Background: an optimization exercise with open tools, aiming at small area. Do not read the settings as production practice. In this exercise RTL edits were held to simulation tests only and were not proved equivalent to the original. Power is estimated from default activity; no workload was simulated.

==> flow/design.v, too long to show whole: its modules and the start of the top module <==
// module mips_inv: 1 lines
// module mips_nand2: 1 lines
// module mips_nand3: 1 lines
// module mips_nand4: 1 lines
// module mips_nor2: 1 lines
// module mips_nor3: 1 lines
// module mips_nor4: 1 lines
// module mips_xor2: 1 lines
// module mips_xnor2: 1 lines
// module mips_a21oi: 1 lines
// module mips_o21ai: 1 lines
// module mips_mux2i: 1 lines
// module mips_aoi22: 3 lines
// module mips_aoi221: 3 lines
// module mips_aoi222: 3 lines
// module mips_o31ai: 1 lines
// module mips_mux2: 1 lines
// module mips_alu: 1099 lines
// module mips_rdbit: 19 lines
// module mips_rdbit_x: 20 lines
// module mips_dec: 19 lines
// module mips_rtype: 6 lines
// module mips_alu_ctl: 40 lines
// module mips_decode: 30 lines
// module mips_exec_top: 86 lines
module mips_exec_top (
  input  logic        clock,
  input  logic        reset_n,
  input  logic [5:0]  opc,
  input  logic [5:0]  func,
  input  logic [4:0]  Number1,
  input  logic [4:0]  Number2,
  output logic [31:0] exit
);
  // ...
==> flow/flow/run.sh <==
#!/bin/bash
# Layout flow: the standard ORFS flow (standard.sh, unchanged synthesis)
# with three settings changed: port buffers are buf_4 (instead of the delay
# cells the default choice picks); the resizer may change a gate's drive
# strength across footprints (MATCH_CELL_FOOTPRINT=0), so it can upsize a
# weak gate instead of adding buffers after it; and CTS builds the tree from
# clkbuf_8 in small sink clusters without dummy load cells.
# make's full output goes to flow_make.log in this folder; ORFS keeps each
# tool's own log under orfs/logs/.
set -euo pipefail
bash standard.sh \
  BUFFER_PORTS_ARGS="-buffer_cell sky130_fd_sc_hd__buf_4" \
  MATCH_CELL_FOOTPRINT=0 \
  CTS_ARGS="-sink_clustering_enable -repair_clock_nets -sink_clustering_size 14 -sink_clustering_max_diameter 45 -buf_list sky130_fd_sc_hd__clkbuf_8 -dont_use_dummy_load" \
  finish > flow_make.log 2>&1
==> flow/standard.sh <==
#!/bin/bash
# synth_recipe.tcl (not shown) runs the flow's synth.tcl, then flattens the netlist and writes it again
# the make line also repeats each setting of config.mk as NAME=value (left out here)
make -C /OpenROAD-flow-scripts/flow DESIGN_CONFIG=/design/flow/config.mk WORK_HOME=/design/flow/orfs CLKGATE_MAP_FILE= SYNTH_SCRIPT=/design/flow/synth_recipe.tcl "${@:-finish}"
==> flow/config.mk <==
export PLATFORM = sky130hd
export DESIGN_NAME = mips_exec_top
export DESIGN_NICKNAME = mips_exec_top
export VERILOG_FILES = /design/flow/design.v
export SDC_FILE = /design/flow/constraint.sdc
export NUM_CORES = 4
export LEC_CHECK = 0
export CAP_MARGIN = 20
export CORE_MARGIN = 2
export CORE_UTILIZATION = 45
export CTS_BUF_LIST = sky130_fd_sc_hd__clkbuf_8
export CTS_CLUSTER_DIAMETER = 45
export CTS_CLUSTER_SIZE = 14
export GPL_TIMING_DRIVEN = 0
export SETUP_SLACK_MARGIN = 0.3
export SLEW_MARGIN = 20
export SYNTH_HIERARCHICAL = 1
==> flow/constraint.sdc <==
create_clock -name core_clock -period 7.0 [get_ports {clock}]
set_input_delay 1.4000 -clock core_clock [delete_from_list [all_inputs] [get_ports {clock}]]
set_output_delay 1.4000 -clock core_clock [all_outputs]
set_load 0.01 [all_outputs]
==> metrics.cfg, run 1 <==
[status]
status=complete, no violations

[finish]
n_antenna_cell=14
multi_input_cells=2010
instances_no_fill=4987
n_all_buffers=309
area_growth_pct=16.3
multi_input_area_um2=17200
seq-cell-share_pct=56.0

[floorplanning]
fp.dieW_um=331
initial_core_util_pct=45.2
core_um2=107000

[power]
ir_drop_uv=183
p_comb_share_pct=8.9
p_int_w=0.00861
finalPower_w=0.0113

[worst_setup_path]
cpPeakStageDelay_ns=0.61
crit_cells=21
crit_path_end_kind=flip-flop
r2r-end=exit_q[0]
crit_slowest_cell=nand4_1
rrSetupSlack_ns=0.94

[route]
dr.first_iter.drc_count=8998
met3_length_um=29500

[synth]
syn-cell-area_um2=48200

[global_routing]
grt_pass1_wl_um=271000
grt_max_degree=64

[clock_tree]
post_cts_buffers=18

==> run 2, diff against run 1 <==
--- a/flow/config.mk
+++ b/flow/config.mk
@@ -12,6 +12,7 @@
 export CTS_CLUSTER_DIAMETER = 45
 export CTS_CLUSTER_SIZE = 14
 export GPL_TIMING_DRIVEN = 0
+export PLACE_DENSITY = 0.7
 export SETUP_SLACK_MARGIN = 0.3
 export SLEW_MARGIN = 20
 export SYNTH_HIERARCHICAL = 1
==> metrics.cfg, run 2 <==
[route]
drtPass1Iterations=14
viasPerCell=7.70
wl_per_cell_um=38.4
drc=0
dr.first_iter.drc_count=9358  ; +4.0%
drt-total-wl_um=191000
ant_nets=0
vias=38300

[clock_tree]
htree_levels=3
cts_buffers=107
clk-insertion-delay-late_ns=0.83
ctsRootBufferMaster=clkbuf_8
clkSinkCount=1055
holdBufCountCts=0
path_clk_slew_ns=0.08
clockBufferDepth=3
cts_tree=done

[finish]
num-fill-cells=8711
top_register=mem_q
nets=3592
ff_latch_area_um2=31400
largest_reg_flops=992
layout_common_cells=edfxtp_1, a222oi_1, nand2_1
mostFrequentLayoutCell=edfxtp_1
largest_registers=mem_q x992, exit_q x32, wr_q x31
area_growth_pct=16.1
post-route-util_pct=52.5
instances_no_fill=4976  ; -0.22%
multi_input_area_um2=17200  ; +0.15%
drive_gt1_share_pct=22.7

[synth]
syn-cell-area_um2=48200  ; unchanged
synth_cells=3205
ys_warn_count=10
syn-num-nets=3229
syn_area_per_cell_um2=15.0

[sta]
finalSetupViolations=0
drv_slew=0
grt_setup_unrepaired=no
tightest_slew_ns=1.12
timing.final.crit_share_pct=97.0
post-route-min-period_ns=6.79
slew_headroom_pct=25.1
fmax_mhz=147
clock_skew_ns=0.116
hold_viol=0

[place]
post-dp-hpwl_um=124000
placed_cells=4808
gp_congestion=0.968
port-buffer-count=55

[floorplanning]
fp.dieW_um=331  ; unchanged
io_pins=56
die_y_um=331
core_um2=107000  ; unchanged
fp.dieArea_um2=110000
initial_core_util_pct=45.2  ; unchanged
std_cell_rows=120

[global_routing]
antenna_found_initial=10
grt_max_degree=64  ; unchanged
track_usage_pct=33.4
grt_pass1_vias=36400
grt-ovfl-total=0
grt_pass1_wl_um=263000  ; -2.9%

[worst_setup_path]
worstSetupStartpointType=input pin
crit_path_end_kind=flip-flop
cpPeakStageDelay_ns=0.55  ; -0.06 ns
crit_top_cell=o21ai_4
crit_arrival_ns=7.44
crit_type=in -> reg
r2r_cells=23
cp_max_fo=20
crit_path_cell_trace=buf_4 > buf_6 > and2_4 > buf_6 > and3_2 > buf_12 > a222oi_1 > nand4_1 > nor3_4 > mux2_4 > xor2_2 > xor2_2 > nand2_1 > o21ai_4 > a21oi_4 > o21ai_4 > clkinvlp_4 > o21ai_4 > mux2_4 > a221oi_4 > xnor2_4 > buf_16 > mux2_2
cp.required_ns=7.64
crit_slowest_cell=nand4_1

[power]
powerDensity_nw_per_um2=201
ir_drop_uv=172  ; -5.8%
leakage_nw=19.9
finalPower_w=0.0113  ; -0.44%

[min_path]
whs_path_depth=1
holdCritPathClass=reg -> reg

[job]
cap_violations=0

[status]
status=complete, no violations

[run 2: path summary, 6_finish.rpt]
kind | start | to | slack (ns)
max | Number2[1] | exit_q[0] | 0.21
min | wr_q[25] | wr_q[25] | 0.49
max reg2reg | wr_q[14] | exit_q[0] | 0.92
min reg2reg | wr_q[25] | wr_q[25] | 0.49
max in group asynchronous | reset_n | wr_q[22] | 5.65
min in group asynchronous | reset_n | exit_q[17] | 0.69
[run 2: what timing repair did]
item,in CTS,in global routing
pin swaps,22,40
buffers inserted,20,26
gates cloned,8,0
setup endpoints to repair,1024,563
gates resized for setup,42,68
[run 2: layout make-up]
cell class              instances  area share [%]
diodes                          7          0.0313
plain buffers                  65           0.668
clock buffers                 107            2.63
inverters                      85           0.577
multi-input cells            2008            30.8
flip-flops and latches       1055            56.0
well taps                    1403            3.14
repair buffers                246            6.12
[run 2: stage by stage]
| stage | area (um^2) | setup WS, ns | TNS [ns] | hold slack [ns] |
|---|---|---|---|---|
| 5_1_grt | 56000 | 0.292 | 0 | 0.516 |
| 4_1_cts | 55400 | 0.296 | 0 | 0.477 |
| 2_1_floorplan | 48300 | 0.318 | 0 | 0.432 |
| 3_5_place_dp | 53500 | -2.45 | -1304.11 | 0.456 |
| 6_report | 56000 | 0.209 | 0 | 0.493 |
| 3_3_place_gp | 50500 | -4.82 | -4288.92 | 0.448 |
[run 2: critical path, delay by kind of cell]
kind            cells  cell delay, ns
buf+inv             6            1.16
xor+xnor            3            0.72
simple gates        5            1.59
compound gates      6            1.69
mux                 3            0.83
[run 2: layer usage]
| metal | track usage [%] | up-vias | part of all wire, % |
|---|---|---|---|
| met5 | 0 | - | 0 |
| met3 | 13.3 | 628 | 18 |
| met2 | 46.9 | 3781 | 41 |
| li1 | - | 15100 | - |
| met4 | 19.7 | 0 | 6.9 |
| met1 | 43.6 | 18800 | 34 |
[run 2: power breakdown]
group / switching [W] / internal (W) / leakage [nW]
sequential: 0.0000685 / 0.00686 / 11.2
combinational: 0.000649 / 0.000359 / 7.92
clock: 0.00199 / 0.00135 / 0.769
total: 0.00271 / 0.00857 / 19.9
==> run 3, diff against run 2 <==
--- a/flow/flow/run.sh
+++ b/flow/flow/run.sh
@@ -11,5 +11,5 @@
 bash standard.sh \
   BUFFER_PORTS_ARGS="-buffer_cell sky130_fd_sc_hd__buf_4" \
   MATCH_CELL_FOOTPRINT=0 \
-  CTS_ARGS="-sink_clustering_enable -repair_clock_nets -sink_clustering_size 14 -sink_clustering_max_diameter 45 -buf_list sky130_fd_sc_hd__clkbuf_8 -dont_use_dummy_load" \
+  CTS_ARGS="-sink_clustering_enable -repair_clock_nets -sink_clustering_size 20 -sink_clustering_max_diameter 60 -buf_list sky130_fd_sc_hd__clkbuf_8 -dont_use_dummy_load" \
   finish > flow_make.log 2>&1
--- a/flow/config.mk
+++ b/flow/config.mk
@@ -9,10 +9,9 @@
 export CORE_MARGIN = 2
 export CORE_UTILIZATION = 45
 export CTS_BUF_LIST = sky130_fd_sc_hd__clkbuf_8
-export CTS_CLUSTER_DIAMETER = 45
-export CTS_CLUSTER_SIZE = 14
+export CTS_CLUSTER_DIAMETER = 60
+export CTS_CLUSTER_SIZE = 20
 export GPL_TIMING_DRIVEN = 0
-export PLACE_DENSITY = 0.7
 export SETUP_SLACK_MARGIN = 0.3
 export SLEW_MARGIN = 20
 export SYNTH_HIERARCHICAL = 1
==> metrics.cfg, run 3 <==
[status]
status=complete, no violations

[route]
ant_nets=0  ; unchanged
drc=0  ; unchanged
drtPass1Iterations=12  ; -2
dr.first_iter.drc_count=8961  ; -4.2%
drt-total-wl_um=198000  ; +3.5%
vias=37800  ; -1.2%
viasPerCell=7.63  ; -0.83%
wl_per_cell_um=39.9  ; +3.9%

[synth]
syn-cell-area_um2=48200  ; unchanged
synth_cells=3205  ; unchanged
syn-num-nets=3229  ; unchanged
syn_area_per_cell_um2=15.0  ; unchanged
ys_warn_count=10  ; unchanged

[finish]
mostFrequentLayoutCell=edfxtp_1
drive_gt1_share_pct=22.4  ; -0.33 points
top_register=mem_q
num-fill-cells=8741  ; +0.34%
nets=3573  ; -0.53%
largest_reg_flops=992  ; unchanged
largest_registers=mem_q x992, exit_q x32, wr_q x31
final_area_um2=55700  ; -0.51%
layout_common_cells=edfxtp_1, a222oi_1, nand2_1
area_growth_pct=15.5

[clock_tree]
htree_levels=3  ; unchanged
clk-insertion-delay-late_ns=0.80  ; -0.03 ns
cts_tree=done
ctsRootBufferMaster=clkbuf_8
path_clk_slew_ns=0.08  ; about the same
clkSinkCount=1055  ; unchanged
clockBufferDepth=3  ; unchanged
cts_buffers=82  ; -23%

[worst_setup_path]
reg2reg_from=wr_q[27]
critPathLaunch=Number2[4]
rrSetupSlack_ns=0.93  ; about the same
crit_path_cell_trace=buf_4 > clkbuf_4 > nor2_1 > and2_1 > and3_4 > buf_12 > a222oi_1 > nand4_1 > o31ai_2 > xor2_1 > xor2_1 > nand2_1 > o21ai_1 > a21oi_2 > o21ai_4 > clkinvlp_4 > o21ai_2 > mux2_4 > a221oi_4 > xnor2_4 > buf_16 > mux2_2
crit_top_cell=xor2_1
crit_type=in -> reg
cp.required_ns=7.66  ; +0.02 ns
cp-endpoint=exit_q[0]
crit_slowest_cell=nand4_1
crit_buf_inv=5  ; -1
r2r_cells=18  ; -22%
crit_cells=22  ; -4.3%
r2r-end=exit_q[0]
crit_arrival_ns=7.42  ; -0.02 ns
worstSetupStartpointType=input pin
critPathTopFamily=compound AO/OA/AOI/OAI gates
cp_max_fo=21  ; +5.0%
cpPeakStageDelay_ns=0.48  ; -0.07 ns
crit_path_end_kind=flip-flop

[floorplanning]
core_um2=107000  ; unchanged
io_pins=56  ; unchanged
std_cell_rows=120  ; unchanged
fp.dieArea_um2=110000  ; unchanged
initial_core_util_pct=45.2  ; unchanged
die_y_um=331  ; unchanged
fp.dieW_um=331  ; unchanged

[place]
port-buffer-count=55  ; unchanged
dpl_cell_area_um2=53600  ; +0.19%
post-dp-hpwl_um=132000  ; +6.4%
gp_congestion=0.978  ; +0.99%
dp_slack_ns=-2.66  ; -0.215 ns

[sta]
drv_slew=0  ; unchanged
slew_headroom_pct=24.6  ; -0.46 points
clock_skew_ns=0.0943  ; -0.0220 ns
grt_setup_unrepaired=yes
fmax_mhz=148  ; +0.40%
layout_setup_ws_ns=0.236  ; +0.0270 ns
post-route-min-period_ns=6.76  ; -0.0270 ns
finalSetupViolations=0  ; unchanged
tightest_slew_ns=1.13  ; +0.00694 ns
timing.final.crit_share_pct=96.6  ; -0.39 points
hold_viol=0  ; unchanged

[global_routing]
track_usage_pct=34.4  ; +1.0 points
grt_pass1_vias=36700  ; +0.81%
antenna_found_initial=10  ; unchanged
grt-ovfl-total=0  ; unchanged
grt_pass1_wl_um=270000  ; +2.5%
grt_max_degree=64  ; unchanged

[job]
cap_violations=0  ; unchanged

[power]
powerDensity_nw_per_um2=196  ; -2.9%
ir_drop_uv=172  ; -0.13%
leakage_nw=19.8  ; -0.79%

[min_path]
holdCritPathClass=reg -> reg

==> run 3: report_power, final <==
part           total (W)  internal [W]  leakage [nW]  switching (W)
sequential       0.00693       0.00686          11.2      0.0000701
combinational    0.00101      0.000355          7.95       0.000651
clock            0.00296       0.00105         0.590        0.00191
==> run 3: worst min-delay path by stage <==
stage,start,end,slack (ns),cells after the start
floorplan,wr_q[11],wr_q[11],0.43,1
global placement,wr_q[4],wr_q[4],0.45,1
detailed placement,wr_q[25],wr_q[25],0.45,1
CTS,wr_q[25],wr_q[25],0.48,1
global route,wr_q[25],wr_q[25],0.50,1
finish,wr_q[25],wr_q[25],0.49,1
==> run 3: worst reg2reg max path, cell delays in order, from the launching register on <==
cell and delay, ns:
dfrtp_1 0.65, and3_2 1.03, nor4_1 0.18, nand4_1 0.30, nand2b_1 0.16, nand4_1 0.13
nor3_2 0.64, xor2_2 0.27, nand2_1 0.12, o21ai_4 0.27, a21oi_2 0.16, o21ai_4 0.32
clkinvlp_4 0.19, o21ai_2 0.23, mux2_4 0.38, a221oi_4 0.30, xnor2_4 0.16, buf_16 0.19
mux2_2 0.30
==> run 3: timing repair <==
| item | CTS | global route |
|---|---|---|
| pin swaps | 24 | 44 |
| buffers inserted | 20 | 27 |
| resized for setup | 45 | 63 |
| hold buffers | 0 | 0 |
| setup endpoints to repair | 1024 | 455 |
| cloned | 7 | 3 |
==> run 3: routing by layer <==
layer / track usage (%) / share of wire [%]
met1: 44.3 / 35
met3: 10.7 / 15
met5: 0 / 0.048
met4: 18.4 / 6.3
met2: 52.3 / 44
==> run 3: area by class of cell <==
class                   count  area [um^2]  area share, %
well taps                1403         1760           3.15
plain buffers              65          380          0.683
repair buffers            250         3490           6.28
clock buffers              82         1130           2.03
inverters                  85          323          0.580
diodes                      7         17.5         0.0315
flip-flops and latches   1055        31400           56.3
multi-input cells        2010        17200           30.9
==> run 3: per-stage QoR <==
| stage | hold WS (ns) | total power (W) | utilization, % | setup TNS, ns | std cells |
|---|---|---|---|---|---|
| after floorplan | 0.432 | 0.00757 | - | 0 | 3205 |
| after global placement | 0.447 | 0.00788 | 47.4 | -4233.02 | 4663 |
| after detailed placement | 0.452 | 0.00794 | 50.3 | -1577.57 | 4811 |
| after CTS | 0.480 | 0.0108 | 51.7 | 0 | 4920 |
| after global routing | 0.498 | 0.0112 | 52.2 | 0 | 4951 |
| final | 0.488 | 0.0109 | 52.2 | 0 | 4957 |

==> separate check: timing with driven ports <==
The results above use ideal ports. As a check the final layouts listed here were re-extracted and re-timed, cells and wires unchanged.
Step 1 sets driving cells, clkbuf_16 on the clock port and buf_2 on the other inputs (assumed; they add their load-dependent delay and slew).
Step 2 adds t to the input delays and takes it off the output delays; t is the mean of the earliest and latest rising clock arrival at the registers after step 1. Input paths then give back, and output paths get back, about the clock's delay inside the block.
a / b / c = no drivers / after step 1 / after step 2; a / b = the first two.
run	shift t [ns]	slack for setup (ns)	worst slew at a driven data input, ns
run 1	0.855	0.261 / 0.301 / -0.554	0.04
run 2	0.842	0.209 / 0.253 / -0.589	0.07
run 3	0.816	0.236 / 0.276 / -0.540	0.04
Met with ideal ports but missed after step 2: setup timing in every run listed. For run 1, which loses most, drivers alone change the setup slack by +0.040 ns; drivers and shift together by -0.815 ns.
